Context: an optimization exercise on an open-source flow, tuned for small area, a short achievable clock period and few clock cycles. The choices shown serve that exercise and are no tape-out recipe.
The RTL was checked by simulation tests, not by an equivalence proof against the original design.

Setup of v6:
Design e_mdu_multicycle, start of the top module:
module e_mdu_multicycle (
  input  logic        i_clk,
  input  logic        i_reset_n,
  input  logic [31:0] i_srcA,
  input  logic [31:0] i_srcB,
  input  logic [4:0]  i_mduOp,
  input  logic        i_start,
  input  logic        i_flush,
  output logic [31:0] or_hi,
  output logic [31:0] or_lo,
  output logic [31:0] or_result,
  output logic        or_busy,
  output logic        o_done
);
For scale: about 170 flip-flops, about 170 I/O pins.
==> flow/config.mk <==
export PLATFORM = sky130hd
export DESIGN_NAME = e_mdu_multicycle
export DESIGN_NICKNAME = e_mdu_multicycle
export VERILOG_FILES = /design/flow/design.v
export SDC_FILE = /design/flow/constraint.sdc
export NUM_CORES = 4
export LEC_CHECK = 0
export CAP_MARGIN = 20
export CORE_MARGIN = 2
export CORE_UTILIZATION = 30
export SLEW_MARGIN = 20
export SYNTH_HIERARCHICAL = 1
export BUFFER_PORTS_ARGS = -buffer_cell sky130_fd_sc_hd__buf_2
==> flow/constraint.sdc <==
create_clock -name core_clock -period 110.0 [get_ports {i_clk}]
set_input_delay 22.0000 -clock core_clock [delete_from_list [all_inputs] [get_ports {i_clk}]]
set_output_delay 22.0000 -clock core_clock [all_outputs]
set_load 0.01 [all_outputs]
standard.sh (not shown) runs the stock make flow with config.mk's settings and CLKGATE_MAP_FILE= SYNTH_SCRIPT=/design/flow/synth_recipe.tcl, a recipe that flattens the netlist after the stock synthesis.
==> flow/flow/run.sh <==
#!/bin/bash
set -e
cp standard.sh flow_standard_copy.txt
echo 'export BUFFER_PORTS_ARGS = -buffer_cell sky130_fd_sc_hd__buf_2' >> config.mk
export BUFFER_PORTS_ARGS="-buffer_cell sky130_fd_sc_hd__buf_2"
bash standard.sh > standard.log 2>&1
v6 finished all stages; the layout is clean.
Testbench counts of v6, summed over its fixed seeds: cycles 6,156.
What v7 does differently from v6 at the input level:
diff --git a/flow/design.v b/flow/design.v
--- a/flow/design.v
+++ b/flow/design.v
@@ -1921,18 +1921,13 @@
   mdu_fa u_s1175 (.a(s925), .b(c1046), .c(s1047), .s(s1175), .co(c1176));
   mdu_fa u_s1177 (.a(s927), .b(c1048), .c(s1049), .s(s1177), .co(c1178));
   mdu_fa u_s1179 (.a(s929), .b(c1050), .c(s1051), .s(s1179), .co(c1180));
   mdu_fa u_s1181 (.a(c930), .b(c1052), .c(s1053), .s(s1181), .co(c1182));
   assign r0 = {c1180, c1178, c1176, c1174, c1172, c1170, c1168, c1166, c1164, c1162, c1160, c1158, c1156, c1154, c1152, c1150, c1148, c1146, c1144, c1142, c1140, c1138, c1136, c1134, c1132, c1130, c1128, c1126, c1124, c1122, c1120, c1118, c1116, c1114, c1112, c1110, c1108, c1106, c1104, c1102, c1100, c1098, c1096, c1094, c1092, c1090, c1088, c1086, c1084, c1082, c1080, c1078, c1076, c1074, c1072, c1070, c1068, c1066, c1064, c1062, c1060, c1058, c1056, acc[0]};
   assign r1 = {s1181, s1179, s1177, s1175, s1173, s1171, s1169, s1167, s1165, s1163, s1161, s1159, s1157, s1155, s1153, s1151, s1149, s1147, s1145, s1143, s1141, s1139, s1137, s1135, s1133, s1131, s1129, s1127, s1125, s1123, s1121, s1119, s1117, s1115, s1113, s1111, s1109, s1107, s1105, s1103, s1101, s1099, s1097, s1095, s1093, s1091, s1089, s1087, s1085, s1083, s1081, s1079, s1077, s1075, s1073, s1071, s1069, s1067, s1065, s1063, s1061, s1059, s1057, s1055};
-  logic [28:0] rc;
-  assign rc[0] = 1'b0;
-  for (genvar k = 0; k < 28; k++) begin : g_rip
-    mdu_fa u_fa (.a(r0[k]), .b(r1[k]), .c(rc[k]), .s(y[k]), .co(rc[k+1]));
-  end
-  assign y[63:28] = r0[63:28] + r1[63:28] + {35'd0, rc[28]};
+  assign y = r0 + r1;
 endmodule
 module mdu_fa (input logic a, input logic b, input logic c, output logic s, output logic co);
   assign s  = a ^ b ^ c;
   assign co = (a & b) | (a & c) | (b & c);
 endmodule
 module mdu_ha (input logic a, input logic b, output logic s, output logic co);
- v7 completed end to end with timing, DRC and antenna clean.
- Area inside the core boundary (v7 over v6): increase, 4500 sq um
- Against v6, v7 comes in 0.22 points higher on signed area change from the synthesized netlist to the final layout.
- Total length of routed wires: v7 > v6
- Final instance area | v7 above v6
- v7 vs. v6: number of cells produced by synthesis went up by 331.
- In v7 relative to v6, non-clock buffer count had gone up by a little under 10%.
- Relative to v6, placed standard-cell area has gone up in v7.
Testbench counts of v7, summed over its fixed seeds: cycles 6,156.

-- separate check: timing with driven ports --
The flow's constraints put no driver on any port. The routed layouts listed below were extracted and timed again, unchanged, in two steps.
Step 1: set_driving_cell puts a clkbuf_16 on i_clk and a buf_2 on each other input, an assumption about the parent block.
Step 2 times the ports against the registers' clock, not the clock port: input delays grow and output delays shrink by t, the midpoint of the rising clock arrivals with the driver on.
Three values: ideal, step 1, step 2; two values: the first two.
run | t (ns) | setup slack, ns | worst data-port slew with drivers (ns)
v6 | 0.599 | 64.623 / 64.489 / 64.489 | 0.23
v7 | 0.570 | 64.514 / 64.495 / 64.495 | 0.16
After both steps setup and hold are still met in every run listed. For v6, which loses most, drivers alone change the setup slack by -0.134 ns; drivers and shift together by -0.134 ns.
